From an optimization exercise on the open Yosys and OpenROAD flow, aimed at small area, a short achievable clock period and few clock cycles; shortcuts taken in it are not production practice. At most, simulation tests tie the RTL to the original design; equivalence was not proved. No functional check of the RTL was part of runs 1 and 2. Power is estimated from default activity; no workload was simulated.

==> design/flow/design.v <==
package srio_req_pkg;
    localparam logic [3:0] FTYPE_DOORBELL = 4'hA;
    localparam logic [3:0] FTYPE_NWRITE   = 4'h5;
    localparam logic [3:0] TTYPE_NWRITE   = 4'h4;
    localparam logic [1:0] REQ_PRIO       = 2'd1;
    localparam logic [15:0] INFO_TARGET_READY = 16'h0100;
    localparam logic [15:0] INFO_TARGET_BUSY  = 16'h01FF;
    localparam logic [15:0] INFO_SELF_CHECK   = 16'h0101;
    localparam logic [15:0] INFO_INTEG_BASE   = 16'h0200;
    typedef enum logic [1:0] {
        ERR_NONE          = 2'd0,
        ERR_DB_NO_RESP    = 2'd1,
        ERR_INTEG_NO_RESP = 2'd2
    } err_type_e;
endpackage
`timescale 1ns/1ps
module user_data_fifo (
    input  logic        log_clk,
    input  logic        log_rst,
    input  logic        wr_valid_i,
    input  logic [63:0] wr_data_i,
    input  logic [7:0]  wr_keep_i,
    input  logic        wr_last_i,
    input  logic        h_consume_i,    
    output logic        wr_ready_o,
    output logic [72:0] h_o,            
    output logic        h_valid_o,
    output logic        h_valid_next_o
);
    localparam int N = 31;
    logic [72:0] mem [N];
    logic [4:0]  wr_ptr;
    logic [N-1:0] rd_oh;
    logic [72:0] rd_data;
    logic [4:0]  cnt;
    logic [4:0]  cnt_next;
    logic        ram_empty;
    logic        in_desc;
    logic        push;
    logic        h_load;
    logic [72:0] wdata;
    assign push   = wr_valid_i && wr_ready_o;
    assign h_load = !ram_empty && (!h_valid_o || h_consume_i);
    assign wdata = in_desc ?
        {wr_last_i, 8'hFF, 8'h00, srio_req_pkg::FTYPE_NWRITE, srio_req_pkg::TTYPE_NWRITE, 1'b0,
         srio_req_pkg::REQ_PRIO, 1'b0, wr_data_i[7:0], 2'b00, 34'd0} :
        {wr_last_i, wr_keep_i, wr_data_i};
    assign cnt_next       = cnt + {4'd0, push} - {4'd0, h_load};
    assign h_valid_next_o = h_load || (h_valid_o && !h_consume_i);
    always_ff @(posedge log_clk) begin
        if (wr_ready_o) mem[wr_ptr] <= wdata;
    end
    always_comb begin
        rd_data = '0;
        for (int i = 0; i < N; i++) rd_data = rd_data | (mem[i] & {73{rd_oh[i] && !ram_empty}});
    end
    always_ff @(posedge log_clk) begin
        if (!h_valid_o || h_consume_i) h_o <= rd_data;
    end
    always_ff @(posedge log_clk or posedge log_rst) begin
        if (log_rst) begin
            wr_ptr     <= '0;
            rd_oh      <= N'(1);
            cnt        <= '0;
            ram_empty  <= 1'b1;
            wr_ready_o <= 1'b1;
            h_valid_o  <= 1'b0;
            in_desc    <= 1'b1;
        end else begin
            if (push) begin
                wr_ptr  <= (wr_ptr == 5'(N - 1)) ? 5'd0 : wr_ptr + 5'd1;
                in_desc <= wr_last_i;
            end
            if (h_load) rd_oh <= {rd_oh[N-2:0], rd_oh[N-1]};
            cnt        <= cnt_next;
            ram_empty  <= (cnt_next == 5'd0);
            wr_ready_o <= (cnt_next != 5'(N));
            h_valid_o  <= h_valid_next_o;
        end
    end
endmodule
`timescale 1ns/1ps
module iresp_decoder (
    input  logic        log_clk,
    input  logic        log_rst,
    input  logic [15:0] target_id_i,
    input  logic        iresp_tvalid_i,
    input  logic [63:0] iresp_tdata_i,
    input  logic [31:0] iresp_tuser_i,
    output logic        rsp_sc_o,        
    output logic        rsp_ready_o,     
    output logic        rsp_confirm_o,
    input  logic        tmo_sc_i,        
    input  logic        tmo_int_i,       
    output logic        target_sel_o,
    output logic        target_sel_next_o,
    output logic        error_o,
    output srio_req_pkg::err_type_e error_type_o
);
    logic [15:0] info;
    logic        hit;
    assign info = iresp_tdata_i[31:16];
    assign hit  = iresp_tvalid_i && (iresp_tdata_i[55:52] == srio_req_pkg::FTYPE_DOORBELL) &&
                  (iresp_tuser_i[31:16] == target_id_i);
    assign rsp_sc_o      = hit && (info[15:8] == 8'h01) && (info[7:0] == 8'h00 || info[7:0] == 8'hFF);
    assign rsp_ready_o   = !info[0];
    assign rsp_confirm_o = hit && (info[15:1] == 15'h0100) && (info[0] == !target_sel_o);
    iresp_err_tree u_err (
        .valid_i  (iresp_tvalid_i),
        .ftype_i  (iresp_tdata_i[55:52]),
        .src_i    (iresp_tuser_i[31:16]),
        .tgt_i    (target_id_i),
        .info_i   (info),
        .sel_i    (target_sel_o),
        .tmo_sc_i (tmo_sc_i),
        .tmo_int_i(tmo_int_i),
        .error_o  (error_o),
        .err_sc_o (error_type_o[0]),
        .err_int_o(error_type_o[1])
    );
    assign target_sel_next_o = target_sel_o ^ rsp_confirm_o;
    always_ff @(posedge log_clk or posedge log_rst) begin
        if (log_rst) target_sel_o <= 1'b0;
        else         target_sel_o <= target_sel_next_o;
    end
endmodule
module iresp_err_tree (
    input  logic        valid_i,
    input  logic [3:0]  ftype_i,
    input  logic [15:0] src_i,
    input  logic [15:0] tgt_i,
    input  logic [15:0] info_i,
    input  logic        sel_i,
    input  logic        tmo_sc_i,
    input  logic        tmo_int_i,
    output logic        error_o,
    output logic        err_sc_o,
    output logic        err_int_o
);
    logic [15:0] x;        
    logic [7:1]  xl;       
    logic        xn0;      
    logic [3:0]  g;
    logic        g_ft, g_hi, g_sc2, g_lo1, g_lo2, g_int2, g_int3, g_int4;
    logic        b_src, b_com, b_sc, b_int;
    logic        e_sc_n, e_int_n;
    for (genvar i = 0; i < 16; i++) begin : g_x
        gate_xor2 u (.a(src_i[i]), .b(tgt_i[i]), .y(x[i]));
    end
    for (genvar j = 1; j < 8; j++) begin : g_xl
        gate_xor2 u (.a(info_i[j]), .b(info_i[0]), .y(xl[j]));
    end
    gate_xnor2 u_xn0 (.a(info_i[0]), .b(sel_i), .y(xn0));
    for (genvar k = 0; k < 4; k++) begin : g_g
        gate_nor4 u (.a(x[4*k]), .b(x[4*k+1]), .c(x[4*k+2]), .d(x[4*k+3]), .y(g[k]));
    end
    gate_nor4bb u_ft  (.a(ftype_i[2]), .b(ftype_i[0]), .c_n(ftype_i[3]), .d_n(ftype_i[1]), .y(g_ft));
    gate_nor4   u_hi  (.a(info_i[15]), .b(info_i[14]), .c(info_i[13]), .d(info_i[12]), .y(g_hi));
    gate_nor4b  u_sc2 (.a(info_i[11]), .b(info_i[10]), .c(info_i[9]), .d_n(info_i[8]), .y(g_sc2));
    gate_nor4   u_lo1 (.a(xl[7]), .b(xl[6]), .c(xl[5]), .d(xl[4]), .y(g_lo1));
    gate_nor3   u_lo2 (.a(xl[3]), .b(xl[2]), .c(xl[1]), .y(g_lo2));
    gate_nor4b  u_i2  (.a(info_i[11]), .b(info_i[10]), .c(info_i[8]), .d_n(info_i[9]), .y(g_int2));
    gate_nor4   u_i3  (.a(info_i[7]), .b(info_i[6]), .c(info_i[5]), .d(info_i[4]), .y(g_int3));
    gate_nor4   u_i4  (.a(info_i[3]), .b(info_i[2]), .c(info_i[1]), .d(xn0), .y(g_int4));
    gate_nand4 u_bsrc (.a(g[0]), .b(g[1]), .c(g[2]), .d(g[3]), .y(b_src));
    gate_nand3 u_bcom (.a(g_ft), .b(valid_i), .c(g_hi), .y(b_com));
    gate_nand3 u_bsc  (.a(g_sc2), .b(g_lo1), .c(g_lo2), .y(b_sc));
    gate_nand3 u_bint (.a(g_int2), .b(g_int3), .c(g_int4), .y(b_int));
    gate_o31ai u_esc  (.a1(b_src), .a2(b_com), .a3(b_sc), .b1(tmo_sc_i), .y(e_sc_n));
    gate_o31ai u_eint (.a1(b_src), .a2(b_com), .a3(b_int), .b1(tmo_int_i), .y(e_int_n));
    gate_nand2 u_err  (.a(e_sc_n), .b(e_int_n), .y(error_o));
    gate_inv   u_tsc  (.a(e_sc_n), .y(err_sc_o));
    gate_inv   u_tint (.a(e_int_n), .y(err_int_o));
endmodule
module gate_inv    (input logic a, output logic y); assign y = !a; endmodule
module gate_xor2   (input logic a, b, output logic y); assign y = a ^ b; endmodule
module gate_xnor2  (input logic a, b, output logic y); assign y = !(a ^ b); endmodule
module gate_nand2  (input logic a, b, output logic y); assign y = !(a && b); endmodule
module gate_nand3  (input logic a, b, c, output logic y); assign y = !(a && b && c); endmodule
module gate_nand4  (input logic a, b, c, d, output logic y); assign y = !(a && b && c && d); endmodule
module gate_nor3   (input logic a, b, c, output logic y); assign y = !(a || b || c); endmodule
module gate_nor4   (input logic a, b, c, d, output logic y); assign y = !(a || b || c || d); endmodule
module gate_nor4b  (input logic a, b, c, d_n, output logic y); assign y = !(a || b || c || !d_n); endmodule
module gate_nor4bb (input logic a, b, c_n, d_n, output logic y); assign y = !(a || b || !c_n || !d_n); endmodule
module gate_o31ai  (input logic a1, a2, a3, b1, output logic y); assign y = !((a1 || a2 || a3) && b1); endmodule
`timescale 1ns/1ps
module ireq_builder (
    input  logic [72:0] h_i,
    input  logic [2:0]  db_i,
    input  logic        db_sc_i,
    input  logic        db_int_i,
    input  logic        db_bit0_i,
    input  logic        hdr_sel_i,
    input  logic [15:0] src_id_i,
    input  logic [15:0] des_id_i,
    output logic [63:0] ireq_tdata_o,
    output logic [7:0]  ireq_tkeep_o,
    output logic        ireq_tlast_o,
    output logic [31:0] ireq_tuser_o
);
    always_comb begin
        ireq_tdata_o = h_i[63:0];
        ireq_tdata_o[55]    = h_i[55] | db_i[0];
        ireq_tdata_o[54]    = h_i[54] & !db_i[0];
        ireq_tdata_o[53]    = h_i[53] | db_i[0];
        ireq_tdata_o[52]    = h_i[52] & !db_i[0];
        ireq_tdata_o[50]    = h_i[50] & !db_i[0];
        ireq_tdata_o[45]    = h_i[45] | db_i[0];
        ireq_tdata_o[43:36] = h_i[43:36] & ~{8{db_i[1]}};
        ireq_tdata_o[56]    = h_i[56] | hdr_sel_i;
        ireq_tdata_o[20]    = h_i[20] | hdr_sel_i;
        ireq_tdata_o[25]    = h_i[25] | db_int_i;
        ireq_tdata_o[24]    = h_i[24] | db_sc_i;
        ireq_tdata_o[16]    = h_i[16] | db_bit0_i;
    end
    assign ireq_tkeep_o = h_i[71:64] | {8{db_i[2]}};
    assign ireq_tlast_o = h_i[72] | db_i[0];
    assign ireq_tuser_o = {src_id_i, des_id_i};
endmodule
`timescale 1ns/1ps
module req_ctrl_fsm #(
    parameter int TIMEOUT_CYCLES = 1024
) (
    input  logic                     log_clk,
    input  logic                     log_rst,
    input  logic                     self_check_i,
    input  logic                     nwr_req_i,
    input  logic                     link_initialized_i,
    input  logic                     ireq_tready_i,
    input  logic                     h_last_i,
    input  logic                     h_valid_next_i,
    input  logic                     rsp_sc_i,
    input  logic                     rsp_ready_i,
    input  logic                     rsp_confirm_i,
    input  logic                     target_sel_next_i,
    output logic                     h_consume_o,
    output logic                     ireq_tvalid_o,
    output logic [2:0]               db_o,         
    output logic                     db_sc_o,      
    output logic                     db_int_o,     
    output logic                     db_bit0_o,    
    output logic                     hdr_sel_o,    
    output logic                     rapidio_ready_o,
    output logic                     nwr_ready_o,
    output logic                     nwr_busy_o,
    output logic                     nwr_ack_done_o,
    input  logic                     error_i,
    output logic                     tmo_sc_o,
    output logic                     tmo_int_o
);
    localparam int CNT_W = $clog2(TIMEOUT_CYCLES);
    logic st_idle, st_scdb, st_hdr, st_data, st_idb, st_wsc, st_wint;
    logic idle_n, scdb_n, hdr_n, data_n, idb_n, wsc_n, wint_n;
    logic [CNT_W-1:0] cnt;
    logic tmo_sc, tmo_int;
    logic take, take_sc, take_nwr;
    logic hs, beat_hs, last_hs;
    logic res_sc, res_int;
    assign take     = st_idle && link_initialized_i && (self_check_i || nwr_req_i);
    assign take_sc  = take && self_check_i;
    assign take_nwr = take && !self_check_i;
    assign hs          = ireq_tvalid_o && ireq_tready_i;
    assign beat_hs     = hs && (st_hdr || st_data);
    assign last_hs     = beat_hs && h_last_i;
    assign h_consume_o = beat_hs;
    assign tmo_sc_o  = tmo_sc;
    assign tmo_int_o = tmo_int;
    assign res_sc  = st_wsc && (rsp_sc_i || tmo_sc);
    assign res_int = st_wint && (rsp_confirm_i || tmo_int);
    assign idle_n = (st_idle && !take) || res_sc || res_int;
    assign scdb_n = take_sc || (st_scdb && !hs);
    assign hdr_n  = take_nwr || (st_hdr && !hs);
    assign data_n = (beat_hs && !h_last_i) || (st_data && !hs);
    assign idb_n  = last_hs || (st_idb && !hs);
    assign wsc_n  = (st_scdb && hs) || (st_wsc && !res_sc);
    assign wint_n = (st_idb && hs) || (st_wint && !res_int);
    ctl_flop u_db0 (.log_clk(log_clk), .log_rst(log_rst), .d_i(scdb_n || idb_n), .q_o(db_o[0]));
    ctl_flop u_db1 (.log_clk(log_clk), .log_rst(log_rst), .d_i(scdb_n || idb_n), .q_o(db_o[1]));
    ctl_flop u_db2 (.log_clk(log_clk), .log_rst(log_rst), .d_i(scdb_n || idb_n), .q_o(db_o[2]));
    always_ff @(posedge log_clk or posedge log_rst) begin
        if (log_rst) begin
            st_idle         <= 1'b1;
            st_scdb         <= 1'b0;
            st_hdr          <= 1'b0;
            st_data         <= 1'b0;
            st_idb          <= 1'b0;
            st_wsc          <= 1'b0;
            st_wint         <= 1'b0;
            cnt             <= '0;
            tmo_sc          <= 1'b0;
            tmo_int         <= 1'b0;
            ireq_tvalid_o   <= 1'b0;
            db_sc_o         <= 1'b0;
            db_int_o        <= 1'b0;
            db_bit0_o       <= 1'b0;
            hdr_sel_o       <= 1'b0;
            rapidio_ready_o <= 1'b1;
            nwr_ready_o     <= 1'b0;
            nwr_busy_o      <= 1'b0;
            nwr_ack_done_o  <= 1'b0;
        end else begin
            st_idle <= idle_n;
            st_scdb <= scdb_n;
            st_hdr  <= hdr_n;
            st_data <= data_n;
            st_idb  <= idb_n;
            st_wsc  <= wsc_n;
            st_wint <= wint_n;
            cnt     <= (st_wsc || st_wint) ? cnt + 1'b1 : '0;
            tmo_sc  <= st_wsc  && !rsp_sc_i      && (cnt == CNT_W'(TIMEOUT_CYCLES - 1));
            tmo_int <= st_wint && !rsp_confirm_i && (cnt == CNT_W'(TIMEOUT_CYCLES - 1));
            ireq_tvalid_o   <= scdb_n || idb_n || ((hdr_n || data_n) && h_valid_next_i);
            db_sc_o         <= scdb_n;
            db_int_o        <= idb_n;
            db_bit0_o       <= scdb_n || (idb_n && (st_idb ? db_bit0_o : !target_sel_next_i));
            hdr_sel_o       <= hdr_n && (st_hdr ? hdr_sel_o : target_sel_next_i);
            rapidio_ready_o <= !(scdb_n || hdr_n || data_n || idb_n);
            if (st_wsc && rsp_sc_i) begin
                nwr_ready_o <= rsp_ready_i;
                nwr_busy_o  <= !rsp_ready_i;
            end else if (error_i || take_nwr) begin
                nwr_ready_o <= 1'b0;
            end
            nwr_ack_done_o <= st_wint && rsp_confirm_i;
        end
    end
endmodule
module ctl_flop (
    input  logic log_clk,
    input  logic log_rst,
    input  logic d_i,
    output logic q_o
);
    always_ff @(posedge log_clk or posedge log_rst) begin
        if (log_rst) q_o <= 1'b0;
        else         q_o <= d_i;
    end
endmodule
`timescale 1ns/1ps
module db_req_top #(
    parameter int TIMEOUT_CYCLES = 1024,
    parameter int FIFO_DEPTH     = 32
) (
    input  logic                    log_clk,
    input  logic                    log_rst,
    input  logic [15:0]             src_id_i,
    input  logic [15:0]             des_id_i,
    input  logic [15:0]             target_id_i,
    input  logic                    self_check_i,
    input  logic                    nwr_req_i,
    input  logic                    link_initialized_i,
    output logic                    rapidio_ready_o,
    output logic                    nwr_ready_o,
    output logic                    nwr_busy_o,
    output logic                    nwr_ack_done_o,
    output logic                    error_o,
    output srio_req_pkg::err_type_e error_type_o,
    input  logic                    user_tvalid_i,
    output logic                    user_tready_o,
    input  logic [63:0]             user_tdata_i,
    input  logic [7:0]              user_tkeep_i,
    input  logic                    user_tlast_i,
    output logic                    ireq_tvalid_o,
    input  logic                    ireq_tready_i,
    output logic [63:0]             ireq_tdata_o,
    output logic [7:0]              ireq_tkeep_o,
    output logic                    ireq_tlast_o,
    output logic [31:0]             ireq_tuser_o,
    input  logic                    iresp_tvalid_i,
    input  logic [63:0]             iresp_tdata_i,
    input  logic [31:0]             iresp_tuser_i
);
    logic [72:0] h;
    logic        h_valid;
    logic        h_valid_next;
    logic        h_consume;
    logic        rsp_sc;
    logic        rsp_ready;
    logic        rsp_confirm;
    logic        target_sel;
    logic        target_sel_next;
    logic        tmo_sc, tmo_int;
    logic [2:0]  db;
    logic        db_sc, db_int, db_bit0, hdr_sel;
    req_ctrl_fsm #(
        .TIMEOUT_CYCLES(TIMEOUT_CYCLES)
    ) u_ctrl (
        .log_clk           (log_clk),
        .log_rst           (log_rst),
        .self_check_i      (self_check_i),
        .nwr_req_i         (nwr_req_i),
        .link_initialized_i(link_initialized_i),
        .ireq_tready_i     (ireq_tready_i),
        .h_last_i          (h[72]),
        .h_valid_next_i    (h_valid_next),
        .rsp_sc_i          (rsp_sc),
        .rsp_ready_i       (rsp_ready),
        .rsp_confirm_i     (rsp_confirm),
        .target_sel_next_i (target_sel_next),
        .h_consume_o       (h_consume),
        .ireq_tvalid_o     (ireq_tvalid_o),
        .db_o              (db),
        .db_sc_o           (db_sc),
        .db_int_o          (db_int),
        .db_bit0_o         (db_bit0),
        .hdr_sel_o         (hdr_sel),
        .rapidio_ready_o   (rapidio_ready_o),
        .nwr_ready_o       (nwr_ready_o),
        .nwr_busy_o        (nwr_busy_o),
        .nwr_ack_done_o    (nwr_ack_done_o),
        .error_i           (error_o),
        .tmo_sc_o          (tmo_sc),
        .tmo_int_o         (tmo_int)
    );
    ireq_builder u_build (
        .h_i         (h),
        .db_i        (db),
        .db_sc_i     (db_sc),
        .db_int_i    (db_int),
        .db_bit0_i   (db_bit0),
        .hdr_sel_i   (hdr_sel),
        .src_id_i    (src_id_i),
        .des_id_i    (des_id_i),
        .ireq_tdata_o(ireq_tdata_o),
        .ireq_tkeep_o(ireq_tkeep_o),
        .ireq_tlast_o(ireq_tlast_o),
        .ireq_tuser_o(ireq_tuser_o)
    );
    user_data_fifo u_fifo (
        .log_clk       (log_clk),
        .log_rst       (log_rst),
        .wr_valid_i    (user_tvalid_i),
        .wr_data_i     (user_tdata_i),
        .wr_keep_i     (user_tkeep_i),
        .wr_last_i     (user_tlast_i),
        .h_consume_i   (h_consume),
        .wr_ready_o    (user_tready_o),
        .h_o           (h),
        .h_valid_o     (h_valid),
        .h_valid_next_o(h_valid_next)
    );
    iresp_decoder u_resp (
        .log_clk          (log_clk),
        .log_rst          (log_rst),
        .target_id_i      (target_id_i),
        .iresp_tvalid_i   (iresp_tvalid_i),
        .iresp_tdata_i    (iresp_tdata_i),
        .iresp_tuser_i    (iresp_tuser_i),
        .rsp_sc_o         (rsp_sc),
        .rsp_ready_o      (rsp_ready),
        .rsp_confirm_o    (rsp_confirm),
        .tmo_sc_i         (tmo_sc),
        .tmo_int_i        (tmo_int),
        .target_sel_o     (target_sel),
        .target_sel_next_o(target_sel_next),
        .error_o          (error_o),
        .error_type_o     (error_type_o)
    );
endmodule
==> design/flow/run.sh <==
#!/bin/bash
# synth_recipe.tcl (not shown) runs the flow's synth.tcl, then flattens the netlist and writes it again
# the make line also repeats each setting of config.mk as NAME=value (left out here)
make -C /OpenROAD-flow-scripts/flow DESIGN_CONFIG=/design/flow/config.mk WORK_HOME=/design/flow/orfs CLKGATE_MAP_FILE= SYNTH_SCRIPT=/design/flow/synth_recipe.tcl finish
==> design/flow/config.mk <==
export PLATFORM = sky130hd
export DESIGN_NAME = db_req_top
export DESIGN_NICKNAME = db_req_top
export VERILOG_FILES = /design/flow/design.v
export SDC_FILE = /design/flow/constraint.sdc
export NUM_CORES = 4
export LEC_CHECK = 0
export CAP_MARGIN = 20
export CORE_MARGIN = 2
export CORE_UTILIZATION = 40
export CTS_CLUSTER_DIAMETER = 100
export CTS_CLUSTER_SIZE = 24
export SETUP_SLACK_MARGIN = 2.0
export SLEW_MARGIN = 20
export SYNTH_HIERARCHICAL = 1
==> design/flow/constraint.sdc <==
create_clock -name core_clock -period 5.0 [get_ports {log_clk}]
set_input_delay 1.0000 -clock core_clock [delete_from_list [all_inputs] [get_ports {log_clk}]]
set_output_delay 1.0000 -clock core_clock [all_outputs]
set_load 0.01 [all_outputs]
==> results.toml, run 1 <==
[sta]
worstMarginPinSlew_ns = 1.16
setup_viol = 0
maxSlewHeadroom_pct = 23.0
slew_violations = 0
rsz0062_at_grt = "true"
fmaxAchievable_ghz = 0.286
clock_skew_ns = 0.0551
min_period_ns = 3.50
fin_ws_ns = 1.50
fin_setup_tns_ns = 0
period_share_pct = 69.9
hold_viol = 0

[critical_path]
path_class = "input port to primary output"
endpoint = "error_o"
critPathSlowestCell = "nor4_4"
critPathRequiredTime_ns = 4.00
end_kind = "primary output"
worstPathMaxFanout = 2
critPathMaxStageDelay_ns = 0.33
startpoint_type = "input port"
reg2reg_to = "u_fifo.h_o[5]$_DFFE_PN_"
r2r_start = "u_fifo.rd_oh[13]$_DFFE_PP0P_"
worst_r2r_path_depth = 5
arrival_ns = 2.50
r2r_slack_ns = 1.90
crit_start = "target_id_i[0]"
path_cells = "buf_8 > xor2_4 > nor4_4 > nand4_1 > buf_6 > o31ai_4 > buf_4 > nand2_2 > buf_6"
path_common_cell = "buf_6"

[placed_design]
place_ws_ns = 0.557
io_buffer_count = 214
finalWeightedCongestion = 0.764
hpwlAfterDp_um = 143000
dp_cells = 7594

[die]
io_pins = 339
core_um2 = 218000
die_x_um = 473
die_h_um = 473
dieArea_um2 = 223000
initial_utilization_pct = 40.4
rows = 171

[clocking]
cts_root_buf = "clkbuf_16"
cts_sinks = 2411
clk_path_buf_depth = 3
insertion_delay_ns = 0.82
h-tree-depth = 3
numCtsBuffers = 110
cts_tree = "done"
cts.clk_slew.worst_paths_ns = 0.10
postCtsHoldBufs = 0

[outcome]
status = "complete, no violations"

[synth]
syn_nets = 4936
yosysSeqAreaShare_pct = 82.0
synth_cell_types = 57
synth_seq_cells = 2411
async_flop_share_pct = 3.11
syn_area_um2 = 87800
synth-edff-count = 2336
postSynthAreaPerCell_um2 = 18.7
yosys_warnings = 11
synthCells = 4700
synthFlopType = "edfxtp_1"

[global_route]
grt_overflow = 0
grt_max_degree = 74
track_usage_pct = 26.0
antenna_found_initial = 12
grt_pass1_wl_um = 403000
grt_pass1_vias = 48700

[hold_path]
hp-class = "flop to flop"

[routing]
wirelength_um = 297000
ant_nets = 0
num_vias = 50900
drt_first_iter_violations = 8352
wl_per_cell_um = 38.2
drc = 0
first_pass_iters = 6
viasPerCell = 6.54

[flow_run]
cap_viol_max_count = 0

[pwr]
peakVddDrop_v = 0.000482
power_density_nw_per_um2 = 423
p_leak_nw = 29.4

[final_layout]
nets = 5116
layout-drive-gt1-share_pct = 11.0
area_delta_synth_final_pct = 10.9
fin_cells = 7791
final_util_pct = 44.7
==> cell type report <==
class	count	area, um2
Clock inverter	5	88.8
Antenna cell	4	10.0
Timing Repair Buffer	417	3970
Sequential cell	2411	72200
Inverter	27	101
Tap cell	2854	3570
Multi-Input combinational cell	1913	14400
Fill cell	18300	120000
Clock buffer	160	3000
==> cells in the mapped netlist, types with 3 or more instances <==
cell type | number | area share, %
edfxtp_1 | 2336 | 80
nand2_1 | 25 | 0.11
a22o_1 | 113 | 1.1
nand2b_1 | 5 | 0.036
buf_2 | 166 | 0.95
a221oi_1 | 115 | 1.1
or3_1 | 9 | 0.064
nand3_1 | 63 | 0.36
nor2b_1 | 68 | 0.48
buf_1 | 53 | 0.23
a22oi_1 | 796 | 6.8
mux2_1 | 30 | 0.38
dfrtp_1 | 69 | 2.0
nor2_1 | 147 | 0.63
or2_2 | 14 | 0.10
a21oi_1 | 61 | 0.35
a21o_1 | 3 | 0.026
dfstp_2 | 6 | 0.18
mux2_2 | 11 | 0.14
nor4_1 | 8 | 0.057
inv_1 | 27 | 0.12
o21ai_0 | 16 | 0.091
nor3_1 | 6 | 0.034
or2_1 | 17 | 0.12
buf_4 | 89 | 0.76
ha_1 | 10 | 0.14
clkbuf_1 | 39 | 0.17
xor2_1 | 38 | 0.38
nor4_2 | 8 | 0.11
a222oi_1 | 71 | 0.81
xnor2_1 | 10 | 0.10
a41oi_1 | 23 | 0.23
and4_1 | 17 | 0.17
nand4_1 | 169 | 1.2
and3_1 | 28 | 0.20
and2_1 | 3 | 0.021
a31oi_1 | 3 | 0.021
==> metal layers <==
| metal | track usage (%) | wire length [um] | up-vias |
|---|---|---|---|
| li1 | - | - | 19800 |
| met1 | 35.3 | 113000 | 26900 |
| met2 | 41.7 | 139000 | 3643 |
| met3 | 4.77 | 33300 | 573 |
| met4 | 9.78 | 11700 | 8 |
| met5 | 0 | 47 | - |
==> per-stage QoR <==
| step | cell area (um2) | power, mW | hold WS (ns) |
|---|---|---|---|
| 6_report | 97300 | 41.1 | 0.498 |
| 5_1_grt | 97300 | 42.1 | 0.515 |
| 4_1_cts | 97100 | 41.0 | 0.502 |
| 3_5_place_dp | 93800 | 31.1 | 0.479 |
| 3_3_place_gp | 93700 | 30.9 | 0.476 |
| 2_1_floorplan | 88000 | 28.3 | 0.455 |
==> state kept, by name, indices dropped and copies added, names as in the netlist, 5 cells and up <==
name	flops
u_fifo.mem	2263
u_fifo.h_o	73
u_fifo.rd_oh	31
u_ctrl.cnt	10
u_fifo.cnt	5
u_fifo.wr_ptr	5
==> modules after synthesis, one instance, submodules excluded, excerpt <==
module | flops+latches | cell area [um2]
gate_nor3 | 0 | 10.0
user_data_fifo | 2381 | 85100
ctl_flop | 1 | 28.8
gate_nand3 | 0 | 5.00
gate_nor4b | 0 | 15.0
ireq_builder | 0 | 753
gate_inv | 0 | 3.75
gate_xor2 | 0 | 8.76
gate_xnor2 | 0 | 8.76
gate_nand2 | 0 | 3.75
gate_nor4bb | 0 | 12.5
gate_nand4 | 0 | 6.26
gate_o31ai | 0 | 12.5
==> worst max-delay path: cells and delay by family <==
family	cells	cell delay [ns]
buf+inv	4	0.55
simple gates	3	0.53
compound gates	1	0.25
xor+xnor	1	0.18
==> logic make-up (layout without fill, tap and decap cells) <==
family / Yosys count / in the layout / synth area share, %
xor gates and xnor gates: 48 / 48 / 0.479
AOI/OAI and AO/OA: 1211 / 1211 / 10.7
and+or+nand+nor: 602 / 602 / 3.86
muxes: 41 / 41 / 0.526
adders and majority gates: 11 / 11 / 0.165
other: 0 / 4 / 0
buffers and inverters: 376 / 609 / 2.24
DFF: 2411 / 2411 / 82.0
==> repair_timing <==
action / 4_1_cts / 5_1_grt
setup buffers: 20 / 8
pin swaps: 32 / 14
endpoints found under the setup margin: 68 / 81
gates resized for setup: 255 / 48
==> report_power, final <==
part / switching, mW / internal, mW / total, mW / leakage [nW]
logic: 4.09 / 0.689 / 4.77 / 5.91
clock network: 6.10 / 4.24 / 10.3 / 1.48
registers: 0.616 / 25.4 / 26.0 / 22.0
==> how the worst min path moves through the flow <==
stage	start	endpoint	slack, ns	depth (start not counted)
6_report	u_ctrl.nwr_busy_o$_DFFE_PP0P_	u_ctrl.nwr_busy_o$_DFFE_PP0P_	0.50	2
2_1_floorplan	u_ctrl.cnt[0]$_DFF_PP0_	u_ctrl.cnt[0]$_DFF_PP0_	0.45	1
4_1_cts	u_ctrl.nwr_busy_o$_DFFE_PP0P_	u_ctrl.nwr_busy_o$_DFFE_PP0P_	0.50	2
3_3_place_gp	u_ctrl.cnt[0]$_DFF_PP0_	u_ctrl.cnt[0]$_DFF_PP0_	0.48	1
3_5_place_dp	u_ctrl.nwr_busy_o$_DFFE_PP0P_	u_ctrl.nwr_busy_o$_DFFE_PP0P_	0.48	2
5_1_grt	u_ctrl.nwr_busy_o$_DFFE_PP0P_	u_ctrl.nwr_busy_o$_DFFE_PP0P_	0.52	2
==> cell usage in the layout (no fill, tap or decap), types with 9 or more instances in the layout <==
| cell | count |
|---|---|
| dfrtp_1 | 35 |
| nor2_1 | 116 |
| buf_12 | 32 |
| a222oi_1 | 71 |
| clkdlybuf4s50_1 | 128 |
| and3_1 | 28 |
| a22oi_1 | 796 |
| nor2b_4 | 19 |
| a221oi_1 | 115 |
| o21ai_0 | 16 |
| or3_1 | 9 |
| xnor2_1 | 10 |
| nand2_1 | 24 |
| dlygate4sd2_1 | 25 |
| buf_6 | 16 |
| nand4_1 | 169 |
| and4_1 | 17 |
| a22o_1 | 113 |
| inv_1 | 21 |
| edfxtp_1 | 2336 |
| nor2_4 | 31 |
| mux2_2 | 11 |
| nor2b_1 | 39 |
| nand3_1 | 60 |
| clkbuf_16 | 113 |
| xor2_1 | 31 |
| or2_1 | 14 |
| buf_4 | 166 |
| a21oi_1 | 59 |
| nor2b_2 | 10 |
| or2_2 | 14 |
| a41oi_1 | 23 |
| dfrtp_4 | 33 |
| clkbuf_1 | 47 |
| buf_2 | 20 |
| mux2_1 | 30 |
| clkbuf_2 | 9 |
==> inputs of run 2 (changes only) <==
--- a/design/flow/design.v
+++ b/design/flow/design.v
@@ -139,7 +139,7 @@
 );
     logic [15:0] x;        
     logic [7:1]  xl;       
-    logic        xn0;      
+    logic        ok0;      
     logic [3:0]  g;
     logic        g_ft, g_hi, g_sc2, g_lo1, g_lo2, g_int2, g_int3, g_int4;
     logic        b_src, b_com, b_sc, b_int;
@@ -150,7 +150,7 @@
     for (genvar j = 1; j < 8; j++) begin : g_xl
         gate_xor2 u (.a(info_i[j]), .b(info_i[0]), .y(xl[j]));
     end
-    gate_xnor2 u_xn0 (.a(info_i[0]), .b(sel_i), .y(xn0));
+    gate_xor2 u_ok0 (.a(info_i[0]), .b(sel_i), .y(ok0));
     for (genvar k = 0; k < 4; k++) begin : g_g
         gate_nor4 u (.a(x[4*k]), .b(x[4*k+1]), .c(x[4*k+2]), .d(x[4*k+3]), .y(g[k]));
     end
@@ -161,11 +161,11 @@
     gate_nor3   u_lo2 (.a(xl[3]), .b(xl[2]), .c(xl[1]), .y(g_lo2));
     gate_nor4b  u_i2  (.a(info_i[11]), .b(info_i[10]), .c(info_i[8]), .d_n(info_i[9]), .y(g_int2));
     gate_nor4   u_i3  (.a(info_i[7]), .b(info_i[6]), .c(info_i[5]), .d(info_i[4]), .y(g_int3));
-    gate_nor4   u_i4  (.a(info_i[3]), .b(info_i[2]), .c(info_i[1]), .d(xn0), .y(g_int4));
+    gate_nor3   u_i4  (.a(info_i[3]), .b(info_i[2]), .c(info_i[1]), .y(g_int4));
     gate_nand4 u_bsrc (.a(g[0]), .b(g[1]), .c(g[2]), .d(g[3]), .y(b_src));
     gate_nand3 u_bcom (.a(g_ft), .b(valid_i), .c(g_hi), .y(b_com));
     gate_nand3 u_bsc  (.a(g_sc2), .b(g_lo1), .c(g_lo2), .y(b_sc));
-    gate_nand3 u_bint (.a(g_int2), .b(g_int3), .c(g_int4), .y(b_int));
+    gate_nand4 u_bint (.a(g_int2), .b(g_int3), .c(g_int4), .d(ok0), .y(b_int));
     gate_o31ai u_esc  (.a1(b_src), .a2(b_com), .a3(b_sc), .b1(tmo_sc_i), .y(e_sc_n));
     gate_o31ai u_eint (.a1(b_src), .a2(b_com), .a3(b_int), .b1(tmo_int_i), .y(e_int_n));
     gate_nand2 u_err  (.a(e_sc_n), .b(e_int_n), .y(error_o));
@@ -174,7 +174,6 @@
 endmodule
 module gate_inv    (input logic a, output logic y); assign y = !a; endmodule
 module gate_xor2   (input logic a, b, output logic y); assign y = a ^ b; endmodule
-module gate_xnor2  (input logic a, b, output logic y); assign y = !(a ^ b); endmodule
 module gate_nand2  (input logic a, b, output logic y); assign y = !(a && b); endmodule
 module gate_nand3  (input logic a, b, c, output logic y); assign y = !(a && b && c); endmodule
 module gate_nand4  (input logic a, b, c, d, output logic y); assign y = !(a && b && c && d); endmodule
==> run 2 against run 1 <==
Net effect: clock skew about the same; area after synthesis hardly changed; power grew 0.43%; register-to-register slack better by 0.05 ns; clock power is essentially flat; synthesized cell count unchanged; worst setup slack lost 0.0054 ns; critical path depth shrank 1; sequential power barely moved; utilization rose by 0.074 points.
==> results.toml, run 2 <==
[routing]
wirelength_um = 297000
num_vias = 50900
first_pass_iters = 6
drt_first_iter_violations = 9010
drc = 0
wl_per_cell_um = 38.2
ant_nets = 0
viasPerCell = 6.53

[hold_path]
hp-class = "input port to async pin"

[pwr]
totalPowerFinal_mw = 41.3
peakVddDrop_v = 0.000347
power_density_nw_per_um2 = 424
p_leak_nw = 29.4

[final_layout]
layout_commonest_cell = "edfxtp_1"
layout-drive-gt1-share_pct = 10.9
largest_reg_flops = 2263
area_delta_synth_final_pct = 11.0
regMostFlops = "u_fifo.mem"
fin_cells = 7792
mostFrequentLayoutCells = "edfxtp_1, a22oi_1, nand4_1"
nets = 5110
largestRegisters = "u_fifo.mem x2263, u_fifo.h_o x73, u_fifo.rd_oh x31"

[synth]
yosysSeqAreaShare_pct = 82.0
yosysTopAreaCellShare_pct = 79.9
syn_nets = 4936
yosys-top-cells-count = "edfxtp_1, a22oi_1, nand4_1, buf_2, nor2_1"
synth_area_leaders = "edfxtp_1, a22oi_1, dfrtp_1"
synth_cell_types = 57
synth_seq_cells = 2411
synthCells = 4700
yosysTopAreaCell = "edfxtp_1"
yosys_warnings = 11
async_flop_share_pct = 3.11
synth-edff-count = 2336
synthFlopType = "edfxtp_1"
syn_area_um2 = 87800
postSynthAreaPerCell_um2 = 18.7
yosysMostFrequentCell = "edfxtp_1"

[critical_path]
worstPathMaxFanout = 2
r2r_slack_ns = 1.95
reg2reg_to = "u_fifo.h_o[40]$_DFFE_PN_"
critPathMaxStageDelay_ns = 0.34
arrival_ns = 2.50
path_class = "input port to primary output"
end_kind = "primary output"
r2r_start = "u_fifo.rd_oh[14]$_DFFE_PP0P_"
path_common_cell = "buf_6"
critPathSlowestCell = "nor4_2"
worst_r2r_path_depth = 5
path_cells = "buf_8 > xor2_2 > nor4_2 > nand4_1 > o31ai_4 > buf_6 > nand2_4 > buf_6"
startpoint_type = "input port"
critPathRequiredTime_ns = 4.00

[clocking]
cts.clk_slew.worst_paths_ns = 0.10
insertion_delay_ns = 0.84
postCtsHoldBufs = 0
numCtsBuffers = 112
cts_root_buf = "clkbuf_16"
h-tree-depth = 3
clk_path_buf_depth = 3
cts_sinks = 2411
cts_tree = "done"

[placed_design]
dp_cells = 7590
io_buffer_count = 214
finalWeightedCongestion = 0.769
hpwlAfterDp_um = 142000

[sta]
slew_violations = 0
fin_setup_tns_ns = 0
period_share_pct = 70.0
setup_viol = 0
fmaxAchievable_ghz = 0.286
whs_ns = 0.494
maxSlewHeadroom_pct = 20.0
hold_viol = 0
clock_skew_ns = 0.0551
rsz0062_at_grt = "true"
worstMarginPinSlew_ns = 1.20
min_period_ns = 3.50

[outcome]
status = "complete, no violations"

[global_route]
grt_max_degree = 75
grt_overflow = 0
track_usage_pct = 25.9
antenna_found_initial = 5
grt_pass1_vias = 48500
grt_pass1_wl_um = 402000

[die]
io_pins = 339
die_h_um = 473
rows = 171
dieArea_um2 = 223000
core_um2 = 218000
initial_utilization_pct = 40.4
die_x_um = 473

[flow_run]
cap_viol_max_count = 0
-- run 2: cell count changes in the layout (fill, tap and decap cells not counted), moves of 3 or more --
cell | before | now
buf_12 | 32 | 47
dlygate4sd2_1 | 25 | 29
buf_4 | 166 | 142
xor2_1 | 31 | 35
inv_6 | 0 | 4
or2_4 | 3 | 6
clkdlybuf4s15_1 | 8 | 5
-- run 2: worst max path at each step --
| stage | from | end | cells past startpoint |
|---|---|---|---|
| 6_report | iresp_tuser_i[29] | error_o | 8 |
| 5_1_grt | iresp_tuser_i[29] | error_o | 8 |
| 4_1_cts | iresp_tuser_i[30] | error_o | 8 |
| 3_5_place_dp | iresp_tdata_i[16] | error_o | 7 |
| 3_3_place_gp | iresp_tdata_i[16] | error_o | 7 |
| 2_1_floorplan | ireq_tready_i | u_fifo.ram_empty$_DFF_PP1_ | 14 |
-- run 2: layout make-up --
class                           instances  area (um2)
Antenna cell                            5        12.5
Clock buffer                          160        2980
Clock inverter                         13         205
Fill cell                           18400      120000
Inverter                               27         101
Multi-Input combinational cell       1913       14400
Sequential cell                      2411       72200
Tap cell                             2854        3570
Timing Repair Buffer                  409        4080
-- run 2: metal layers --
layer | track usage [%] | up-vias | routed length [um]
met5 | 0 | - | 0
met4 | 7.77 | 0 | 9850
met3 | 4.11 | 541 | 33900
met2 | 43.0 | 3647 | 143000
met1 | 35.2 | 26900 | 111000
li1 | - | 19800 | -
-- run 2: Yosys stat by module (local to each module, per instance), excerpt --
module         times used  cells
gate_o31ai              2      1
iresp_decoder           1     44
gate_nor4               7      1
gate_nand2              1      1
gate_inv                2      1
gate_nand4              2      1
gate_xor2              24      1
ireq_builder            1    105
gate_nor4bb             1      1
-- run 2: per-stage QoR --
step	cell area (um2)	setup WS [ns]	utilization, %
finish	97500	1.50	44.8
detailed placement	94000	0.499	43.2
CTS	97400	1.53	44.7
floorplan	88000	1.10	-
global route	97500	1.42	44.8
global placement	93900	0.506	43.2
-- run 2: kinds of logic (layout without fill, tap and decap cells) --
logic type                 Yosys count  count (layout)  share of synthesized area, %
DFF                               2411            2411                          82.0
AOI/OAI and AO/OA                 1211            1211                          10.7
buffers and inverters              376             609                          2.24
other                                0               5                             0
muxes                               41              41                         0.526
adders and majority gates           11              11                         0.165
xor gates and xnor gates            48              48                         0.479
and+or+nand+nor                    602             602                          3.86
-- run 2: timing repair --
| item | in CTS | in global routing |
|---|---|---|
| resized for setup | 258 | 32 |
| pin swaps | 29 | 14 |
| setup endpoints to repair | 35 | 11 |
| buffers inserted | 14 | 9 |
-- run 2: power breakdown --
group          switching [mW]  internal (mW)  total [mW]
clock network            6.28           4.22        10.5
registers               0.608           25.4        26.0
logic                    4.09          0.709        4.80
total                    11.0           30.3        41.3
-- run 2: worst max-delay path: cells and delay by family --
kind	cells	cell delay, ns
AOI/OAI and AO/OA	1	0.33
xor gates and xnor gates	1	0.17
buffers and inverters	3	0.35
and+or+nand+nor	3	0.65
==> inputs of run 3 (changes only) <==
--- a/design/flow/design.v
+++ b/design/flow/design.v
@@ -138,12 +138,15 @@
     output logic        err_int_o
 );
     logic [15:0] x;        
+    logic [7:0]  p;        
+    logic [1:0]  b_src;    
     logic [7:1]  xl;       
     logic        ok0;      
-    logic [3:0]  g;
     logic        g_ft, g_hi, g_sc2, g_lo1, g_lo2, g_int2, g_int3, g_int4;
-    logic        b_src, b_com, b_sc, b_int;
-    logic        e_sc_n, e_int_n;
+    logic        b_com, b_sc, b_int;
+    logic [2:0]  g_all;    
+    logic        g_sel, g_sc, g_int;
+    logic        tmo_any_n, tmo_sc_n, tmo_int_n;
     for (genvar i = 0; i < 16; i++) begin : g_x
         gate_xor2 u (.a(src_i[i]), .b(tgt_i[i]), .y(x[i]));
     end
@@ -151,8 +154,8 @@
         gate_xor2 u (.a(info_i[j]), .b(info_i[0]), .y(xl[j]));
     end
     gate_xor2 u_ok0 (.a(info_i[0]), .b(sel_i), .y(ok0));
-    for (genvar k = 0; k < 4; k++) begin : g_g
-        gate_nor4 u (.a(x[4*k]), .b(x[4*k+1]), .c(x[4*k+2]), .d(x[4*k+3]), .y(g[k]));
+    for (genvar k = 0; k < 8; k++) begin : g_p
+        gate_nor2 u (.a(x[2*k]), .b(x[2*k+1]), .y(p[k]));
     end
     gate_nor4bb u_ft  (.a(ftype_i[2]), .b(ftype_i[0]), .c_n(ftype_i[3]), .d_n(ftype_i[1]), .y(g_ft));
     gate_nor4   u_hi  (.a(info_i[15]), .b(info_i[14]), .c(info_i[13]), .d(info_i[12]), .y(g_hi));
@@ -162,26 +165,35 @@
     gate_nor4b  u_i2  (.a(info_i[11]), .b(info_i[10]), .c(info_i[8]), .d_n(info_i[9]), .y(g_int2));
     gate_nor4   u_i3  (.a(info_i[7]), .b(info_i[6]), .c(info_i[5]), .d(info_i[4]), .y(g_int3));
     gate_nor3   u_i4  (.a(info_i[3]), .b(info_i[2]), .c(info_i[1]), .y(g_int4));
-    gate_nand4 u_bsrc (.a(g[0]), .b(g[1]), .c(g[2]), .d(g[3]), .y(b_src));
+    gate_nand4 u_bs0  (.a(p[0]), .b(p[1]), .c(p[2]), .d(p[3]), .y(b_src[0]));
+    gate_nand4 u_bs1  (.a(p[4]), .b(p[5]), .c(p[6]), .d(p[7]), .y(b_src[1]));
     gate_nand3 u_bcom (.a(g_ft), .b(valid_i), .c(g_hi), .y(b_com));
     gate_nand3 u_bsc  (.a(g_sc2), .b(g_lo1), .c(g_lo2), .y(b_sc));
     gate_nand4 u_bint (.a(g_int2), .b(g_int3), .c(g_int4), .d(ok0), .y(b_int));
-    gate_o31ai u_esc  (.a1(b_src), .a2(b_com), .a3(b_sc), .b1(tmo_sc_i), .y(e_sc_n));
-    gate_o31ai u_eint (.a1(b_src), .a2(b_com), .a3(b_int), .b1(tmo_int_i), .y(e_int_n));
-    gate_nand2 u_err  (.a(e_sc_n), .b(e_int_n), .y(error_o));
-    gate_inv   u_tsc  (.a(e_sc_n), .y(err_sc_o));
-    gate_inv   u_tint (.a(e_int_n), .y(err_int_o));
+    for (genvar n = 0; n < 3; n++) begin : g_a
+        gate_nor3 u (.a(b_src[0]), .b(b_src[1]), .c(b_com), .y(g_all[n]));
+    end
+    gate_a22oi u_gsel (.a1(tmo_sc_i), .a2(b_sc), .b1(tmo_int_i), .b2(b_int), .y(g_sel));
+    gate_inv   u_gsc  (.a(b_sc), .y(g_sc));
+    gate_inv   u_gint (.a(b_int), .y(g_int));
+    gate_nor2  u_tany (.a(tmo_sc_i), .b(tmo_int_i), .y(tmo_any_n));
+    gate_inv   u_tsc  (.a(tmo_sc_i), .y(tmo_sc_n));
+    gate_inv   u_tint (.a(tmo_int_i), .y(tmo_int_n));
+    gate_a21oi u_err  (.a1(g_all[0]), .a2(g_sel), .b1(tmo_any_n), .y(error_o));
+    gate_a21oi u_esc  (.a1(g_all[1]), .a2(g_sc), .b1(tmo_sc_n), .y(err_sc_o));
+    gate_a21oi u_eint (.a1(g_all[2]), .a2(g_int), .b1(tmo_int_n), .y(err_int_o));
 endmodule
 module gate_inv    (input logic a, output logic y); assign y = !a; endmodule
 module gate_xor2   (input logic a, b, output logic y); assign y = a ^ b; endmodule
-module gate_nand2  (input logic a, b, output logic y); assign y = !(a && b); endmodule
+module gate_nor2   (input logic a, b, output logic y); assign y = !(a || b); endmodule
 module gate_nand3  (input logic a, b, c, output logic y); assign y = !(a && b && c); endmodule
 module gate_nand4  (input logic a, b, c, d, output logic y); assign y = !(a && b && c && d); endmodule
 module gate_nor3   (input logic a, b, c, output logic y); assign y = !(a || b || c); endmodule
 module gate_nor4   (input logic a, b, c, d, output logic y); assign y = !(a || b || c || d); endmodule
 module gate_nor4b  (input logic a, b, c, d_n, output logic y); assign y = !(a || b || c || !d_n); endmodule
 module gate_nor4bb (input logic a, b, c_n, d_n, output logic y); assign y = !(a || b || !c_n || !d_n); endmodule
-module gate_o31ai  (input logic a1, a2, a3, b1, output logic y); assign y = !((a1 || a2 || a3) && b1); endmodule
+module gate_a21oi  (input logic a1, a2, b1, output logic y); assign y = !((a1 && a2) || b1); endmodule
+module gate_a22oi  (input logic a1, a2, b1, b2, output logic y); assign y = !((a1 && a2) || (b1 && b2)); endmodule
 `timescale 1ns/1ps
 module ireq_builder (
     input  logic [72:0] h_i,
==> design/flow/flow/run.sh (new file) <==
#!/bin/bash
# The standard layout (standard.sh), with plain buffers instead of delay
# cells on the ports. Make's output goes to flow_make.log; the ORFS steps keep
# their own logs under orfs/logs.
set -euo pipefail
bash standard.sh "BUFFER_PORTS_ARGS=-buffer_cell sky130_fd_sc_hd__buf_2" finish > flow_make.log 2>&1
==> design/flow/standard.sh (new file) <==
#!/bin/bash
# synth_recipe.tcl (not shown) runs the flow's synth.tcl, then flattens the netlist and writes it again
# the make line also repeats each setting of config.mk as NAME=value (left out here)
make -C /OpenROAD-flow-scripts/flow DESIGN_CONFIG=/design/flow/config.mk WORK_HOME=/design/flow/orfs CLKGATE_MAP_FILE= SYNTH_SCRIPT=/design/flow/synth_recipe.tcl "${@:-finish}"
removed: design/flow/run.sh
==> run 3 against run 2 <==
Net effect: still clean on timing, DRC and antenna; cell area fell by 0.61%; clock-buffer cell count rose by 4; clock skew rose by 0.0050 ns; global-route usage fell by 0.21 points; critical path type unchanged; critical endpoint unchanged; largest power group unchanged.
==> results.toml, run 3 <==
[outcome]
status = "complete, no violations"

[sta]
whs_ns = 0.0983
fmaxAchievable_ghz = 0.307
fin_setup_tns_ns = 0
maxSlewHeadroom_pct = 18.1
period_share_pct = 65.1
rsz0062_at_grt = "true"
setup_viol = 0
fin_ws_ns = 1.75
worstMarginPinSlew_ns = 1.23
slew_violations = 0
min_period_ns = 3.25
clock_skew_ns = 0.0602
hold_viol = 0

[clocking]
h-tree-depth = 3
postCtsHoldBufs = 0
clk_path_buf_depth = 3
cts.clk_slew.worst_paths_ns = 0.10
cts_tree = "done"
cts_sinks = 2411
numCtsBuffers = 112
insertion_delay_ns = 0.83
cts_root_buf = "clkbuf_16"

[synth]
postSynthAreaPerCell_um2 = 18.6
yosysTopAreaCell = "edfxtp_1"
synthCells = 4712
synth_area_leaders = "edfxtp_1, a22oi_1, dfrtp_1"
yosys_warnings = 11
yosysMostFrequentCell = "edfxtp_1"
yosys-top-cells-count = "edfxtp_1, a22oi_1, nand4_1, buf_2, nor2_1"
yosysSeqAreaShare_pct = 82.0
syn_area_um2 = 87900
async_flop_share_pct = 3.11
synth_cell_types = 58
synth-edff-count = 2336
yosysTopAreaCellShare_pct = 79.8
synth_seq_cells = 2411
synthFlopType = "edfxtp_1"
syn_nets = 4948

[final_layout]
layout-drive-gt1-share_pct = 14.5
nets = 5142
mostFrequentLayoutCells = "edfxtp_1, a22oi_1, buf_2"
largest_reg_flops = 2263
largestRegisters = "u_fifo.mem x2263, u_fifo.h_o x73, u_fifo.rd_oh x31"
layout_commonest_cell = "edfxtp_1"
regMostFlops = "u_fifo.mem"
area_delta_synth_final_pct = 10.3

[routing]
num_vias = 51000
drt_first_iter_violations = 9379
ant_nets = 0
viasPerCell = 6.51
first_pass_iters = 6
wl_per_cell_um = 37.9
wirelength_um = 297000
drc = 0

[global_route]
grt_max_degree = 74
track_usage_pct = 25.7
grt_pass1_vias = 48000
antenna_found_initial = 16
grt_pass1_wl_um = 399000
grt_overflow = 0

[pwr]
pwr-share-clk_pct = 25.5
p_sw_mw = 11.0
p_leak_nw = 29.5
intPower_mw = 30.4
p_comb_share_pct = 11.6
power_density_nw_per_um2 = 427
seq_power_share_pct = 62.9
peakVddDrop_v = 0.000436
p_sw_share_pct = 26.5

[flow_run]
cap_viol_max_count = 0

[die]
core_um2 = 219000
die_h_um = 473
io_pins = 339
rows = 172
initial_utilization_pct = 40.1
die_x_um = 473
dieArea_um2 = 223000

[placed_design]
hpwlAfterDp_um = 143000
io_buffer_count = 214
finalWeightedCongestion = 0.776
place_ws_ns = 1.29

[critical_path]
worstPathMaxFanout = 4
r2r_slack_ns = 1.91
path_class = "input port to primary output"
startpoint_type = "input port"
reg2reg_to = "u_fifo.h_o[40]$_DFFE_PN_"
worst_r2r_path_depth = 5
end_kind = "primary output"
r2r_start = "u_fifo.rd_oh[30]$_DFFE_PP0P_"
critPathRequiredTime_ns = 4.00
arrival_ns = 2.25

[hold_path]
hp-class = "input port to async pin"
-- run 3: what timing repair did --
action,CTS,global route
gates resized for setup,25,21
setup buffers,24,23
pin swaps,22,27
setup endpoints to repair,135,173
cloned,0,0
-- run 3: worst max-delay path by stage --
| stage | start | endpoint | slack (ns) | cells past startpoint |
|---|---|---|---|---|
| 2_1_floorplan | ireq_tready_i | u_fifo.ram_empty$_DFF_PP1_ | 1.10 | 14 |
| 3_3_place_gp | ireq_tready_i | u_fifo.ram_empty$_DFF_PP1_ | 1.29 | 13 |
| 3_5_place_dp | ireq_tready_i | u_fifo.ram_empty$_DFF_PP1_ | 1.29 | 13 |
| 4_1_cts | iresp_tdata_i[21] | error_o | 1.79 | 7 |
| 5_1_grt | iresp_tdata_i[16] | error_o | 1.76 | 8 |
| 6_report | iresp_tdata_i[22] | error_o | 1.75 | 7 |
-- run 3: power by group through the flow --
stage                     logic, mW  clock network, mW  registers (mW)
after detailed placement       4.56                  0            26.5
final                          4.82               10.5            26.0
after CTS                      4.61               10.6            26.0
after floorplan                2.01                  0            26.3
after global placement         4.47                  0            26.4
after global routing           4.92               11.2            26.2
-- run 3: cell type report --
class	instances	area [um2]
Clock buffer	164	3060
Multi-Input combinational cell	1923	14400
Fill cell	18600	122000
Timing Repair Buffer	429	3470
Sequential cell	2411	72200
Antenna cell	2	5.00
Inverter	29	111
Clock inverter	9	141
Tap cell	2871	3590
-- run 3: cell families after synthesis --
| group | share of synthesized area (%) |
|---|---|
| xor gates and xnor gates | 0.479 |
| buffers and inverters | 2.25 |
| muxes | 0.526 |
| DFF | 82.0 |
| AOI/OAI and AO/OA | 10.7 |
| adders and majority gates | 0.165 |
| and+or+nand+nor | 3.88 |
-- run 3: per-layer routing --
layer  vias up  global-route usage (%)  wire length, um
li1      19900                       -                -
met1     27000                    35.2           113000
met2      3578                    42.3           142000
met3       504                    3.97            32400
met4        14                    7.78            10100
met5         -                       0               92
-- run 3: modules after synthesis (local to each module, per instance), excerpt --
module | flops+latches | copies in the design
user_data_fifo | 2381 | 1
gate_nor4bb | 0 | 1
gate_a22oi | 0 | 1
gate_nor4 | 0 | 3
gate_nand4 | 0 | 3
gate_nand3 | 0 | 2
gate_nor2 | 0 | 9
-- run 3: per-stage QoR --
stage / std cells / util [%] / area (um2) / power [mW]
6_report: 7838 / 44.2 / 96900 / 41.4
5_1_grt: 7837 / 44.2 / 96900 / 42.3
4_1_cts: 7810 / 44.0 / 96400 / 41.2
3_5_place_dp: 7613 / 42.4 / 92900 / 31.0
3_3_place_gp: 7613 / 42.4 / 92900 / 30.9
2_1_floorplan: 4712 / - / 88100 / 28.3
-- run 3: critical path, cell delays in order --
cell	delay (ns)
buf_6	0.11
xor2_2	0.17
nor4_2	0.35
nand3_1	0.17
a22oi_2	0.20
a21oi_2	0.10
buf_2	0.15
Testbench counts of run 3, summed over its fixed seeds: cycles 25,119.
==> inputs of run 4 (changes only) <==
==> design/flow/run.sh (new file) <==
#!/bin/bash
# synth_recipe.tcl (not shown) runs the flow's synth.tcl, then flattens the netlist and writes it again
# the make line also repeats each setting of config.mk as NAME=value (left out here)
make -C /OpenROAD-flow-scripts/flow DESIGN_CONFIG=/design/flow/config.mk WORK_HOME=/design/flow/orfs CLKGATE_MAP_FILE= SYNTH_SCRIPT=/design/flow/synth_recipe.tcl finish
removed: design/flow/flow/run.sh
removed: design/flow/standard.sh
==> run 4 against run 3 <==
Net effect: final cell count hardly changed; sequential share of layout area is 0.61 points lower; still clean on timing, DRC and antenna; highest routed layer unchanged; wire length is 0.44% lower; cell area is 0.84% higher.
==> results.toml, run 4 <==
[outcome]
status = "complete, no violations"

[placed_design]
dp_cells = 7617
io_buffer_count = 214
place_area_um2 = 93900
hpwlAfterDp_um = 143000
finalWeightedCongestion = 0.767

[critical_path]
critPathMaxStageDelay_ns = 0.20
path_cells = "clkdlybuf4s15_1 > xor2_1 > nor2_1 > nand4_1 > buf_6 > nor3_4 > a21oi_2 > buf_2"
startpoint_type = "input port"
end_kind = "primary output"
critPathSlowestCell = "clkdlybuf4s15_1"
path_class = "input port to primary output"
reg2reg_to = "u_fifo.h_o[40]$_DFFE_PN_"
cp_top_family = "buffers and inverters"
worstPathMaxFanout = 3
r2r_start = "u_fifo.rd_oh[7]$_DFFE_PP0P_"
r2r_slack_ns = 2.00
critPathRequiredTime_ns = 4.00
crit_buf_inv = 3
worst_r2r_path_depth = 5
arrival_ns = 2.17

[final_layout]
largestRegisters = "u_fifo.mem x2263, u_fifo.h_o x73, u_fifo.rd_oh x31"
nets = 5138
fin_cells = 7836
layout-drive-gt1-share_pct = 11.3
area_delta_synth_final_pct = 11.2
finalInstanceArea_um2 = 97700
fillers = 18700
regMostFlops = "u_fifo.mem"
area.sequential_um2 = 72200
multi_input_area_um2 = 14400
largest_reg_flops = 2263
layout_commonest_cell = "edfxtp_1"
mostFrequentLayoutCells = "edfxtp_1, a22oi_1, nand4_1"

[global_route]
grt_pass1_wl_um = 398000
antenna_found_initial = 10
grt.met2_usage_pct = 41.8
met1_usage_pct = 34.9
grt_pass1_vias = 48400
track_usage_pct = 25.6
grt_max_degree = 64
top_usage_layer = "met2"
use_met3_pct = 4.13
grt_overflow = 0

[sta]
slew_violations = 0
min_period_ns = 3.17
clock_skew_ns = 0.0779
whs_ns = 0.468
fmaxAchievable_ghz = 0.316
period_share_pct = 63.4
setup_viol = 0
worstMarginPinSlew_ns = 1.23
rsz0062_at_grt = "true"
maxSlewHeadroom_pct = 18.2
hold_viol = 0
fin_setup_tns_ns = 0

[die]
die_h_um = 473
core_um2 = 219000
initial_utilization_pct = 40.1
rows = 172
die_x_um = 473
dieArea_um2 = 223000
io_pins = 339

[synth]
synth_cell_types = 58
synth-xor-area-share_pct = 0.479
yosys-top-cells-count = "edfxtp_1, a22oi_1, nand4_1, buf_2, nor2_1"
yosysMostFrequentCell = "edfxtp_1"
async_flop_share_pct = 3.11
yosys_warnings = 11
synth_area_leaders = "edfxtp_1, a22oi_1, dfrtp_1"
muxShareOfSynthArea_pct = 0.526
synthCells = 4712
yosysSeqAreaShare_pct = 82.0
yosys.area_share.simple_pct = 3.88
yosysTopAreaCellShare_pct = 79.8
synth-compound-area-share_pct = 10.7
yosysTopAreaCell = "edfxtp_1"
synth-adder-area-share_pct = 0.165
synth-edff-count = 2336
synth_seq_cells = 2411
postSynthAreaPerCell_um2 = 18.6
synthFlopType = "edfxtp_1"
syn_area_um2 = 87900
synth_top_family_by_area = "compound AO/OA/AOI/OAI gates"
syn_nets = 4948

[hold_path]
hp-class = "input port to flop"
hp-start = "iresp_tdata_i[16]"
min_to = "u_ctrl.nwr_busy_o$_DFFE_PP0P_"
whs_path_depth = 3

[clocking]
cts_root_buf = "clkbuf_16"
insertion_delay_ns = 0.85
cts_tree = "done"
cts_sinks = 2411
numCtsBuffers = 113
cts.clk_slew.worst_paths_ns = 0.10
h-tree-depth = 3
clk_path_buf_depth = 3
postCtsHoldBufs = 0

[routing]
drt_first_iter_violations = 9110
drc = 0
wl_per_cell_um = 37.7
wirelength_um = 296000
ant_nets = 0
num_vias = 50900
viasPerCell = 6.50
first_pass_iters = 9

[pwr]
p_leak_nw = 29.7
power_density_nw_per_um2 = 424
peakVddDrop_v = 0.000366

[flow_run]
cap_viol_max_count = 0
run 4: changes by cell type in the layout (fill, tap and decap cells not counted), moves of 5 or more:
cell,delta
clkdlybuf4s50_1,+129
clkdlybuf4s15_1,+5
buf_12,-12
buf_6,+10
dlygate4sd2_1,+23
nor2b_4,+5
buf_2,-171
run 4: worst max path at each step:
| stage | cells after the start | startpoint | endpoint |
|---|---|---|---|
| floorplan | 14 | ireq_tready_i | u_fifo.ram_empty$_DFF_PP1_ |
| global placement | 7 | iresp_tdata_i[16] | error_o |
| detailed placement | 7 | iresp_tdata_i[16] | error_o |
| CTS | 7 | iresp_tdata_i[18] | error_o |
| global route | 8 | target_id_i[5] | error_o |
| finish | 8 | target_id_i[4] | error_o |
run 4: final cells by class:
type / count / share of cell area [%]
flip-flops and latches: 2411 / 73.8
repair buffers: 424 / 4.25
clock buffers: 165 / 3.11
clock inverters: 12 / 0.259
diodes: 1 / 0.00256
well taps: 2871 / 3.68
inverters: 29 / 0.111
multi-input cells: 1923 / 14.7
run 4: worst min-delay path: stages:
cell,delay (ns)
buf_12,0.13
inv_1,0.07
o21ai_0,0.08
run 4: repair_timing:
item | 4_1_cts | 5_1_grt
buffers inserted | 21 | 17
resized for setup | 297 | 22
endpoints found under the setup margin | 39 | 220
pin swaps | 33 | 18
run 4: logic make-up (layout without fill, tap and decap cells):
family | Yosys count | after routing
multiplexers | 41 | 41
buffers and inverters | 378 | 630
AO/OA/AOI/OAI | 1213 | 1213
adder cells (fa/ha/maj) | 11 | 11
AND/OR/NAND/NOR | 610 | 610
flip-flops | 2411 | 2411
XOR/XNOR | 48 | 48
other | 0 | 1
run 4: layer usage:
metal / wire (um) / vias to the layer above
met2: 140000 / 3681
met5: 34 / -
met3: 32800 / 522
li1: - / 19900
met1: 111000 / 26900
met4: 11100 / 6
run 4: modules after synthesis (local to each module, per instance), a selection:
module | cells inside | times used | area, um2
user_data_fifo | 4390 | 1 | 85100
ireq_builder | 105 | 1 | 753
iresp_decoder | 44 | 1 | 328
ctl_flop | 2 | 3 | 28.8
gate_nor4b | 1 | 2 | 15.0
gate_a22oi | 1 | 1 | 12.5
gate_nor4 | 1 | 3 | 12.5
gate_nor4bb | 1 | 1 | 12.5
gate_nor3 | 1 | 5 | 10.0
gate_a21oi | 1 | 3 | 8.76
gate_xor2 | 1 | 24 | 8.76
gate_nand4 | 1 | 3 | 6.26
gate_nand3 | 1 | 2 | 5.00
gate_inv | 1 | 4 | 3.75
gate_nor2 | 1 | 9 | 3.75
run 4: power breakdown:
group	total, mW	leakage, nW	internal [mW]	switching [mW]
sequential	26.0	22.0	25.4	0.605
combinational	4.75	6.05	0.692	4.06
clock	10.7	1.57	4.36	6.31
total	41.4	29.7	30.5	11.0
run 4: through the flow:
stage                     util (%)  total power, mW  setup slack (ns)
final                         44.6             41.4              1.83
after global routing          44.6             42.4              1.75
after CTS                     44.4             41.3              1.79
after detailed placement      42.8             31.1             0.749
after global placement        42.8             30.9             0.723
after floorplan                  -             28.3              1.10

[port drivers added, routing unchanged]
The results above use ideal ports. As a check the final layouts listed here were re-extracted and re-timed, cells and wires unchanged.
Step 1, drivers: a clkbuf_16 drives log_clk and a buf_2 each remaining input, both assumed.
Step 2 moves the port delays by t, midway between the first and last clock arrival at a register: inputs arrive t later, outputs are due t later. That takes back most of the time a late clock gives input paths.
a / b / c = ideal / step 1 / step 2; a / b = the first two.
run | t, ns | setup WS [ns] | worst hold slack (ns) | worst data-port slew with drivers (ns)
run 1 | 0.879 | 1.504 / 1.447 / 1.253 | 0.498 / 0.498 / 0.498 | 0.23
run 2 | 0.891 | 1.498 / 1.448 / 1.209 | 0.494 / 0.448 / 0.499 | 0.14
run 3 | 0.894 | 1.747 / 1.707 / 1.396 | 0.098 / 0.028 / 0.494 | 0.15
run 4 | 0.909 | 1.830 / 1.801 / 1.471 | 0.468 / 0.423 / 0.503 | 0.14
After both steps every run listed still meets setup and hold. For run 4, which loses most, drivers alone change the setup slack by -0.029 ns; drivers and shift together by -0.359 ns.
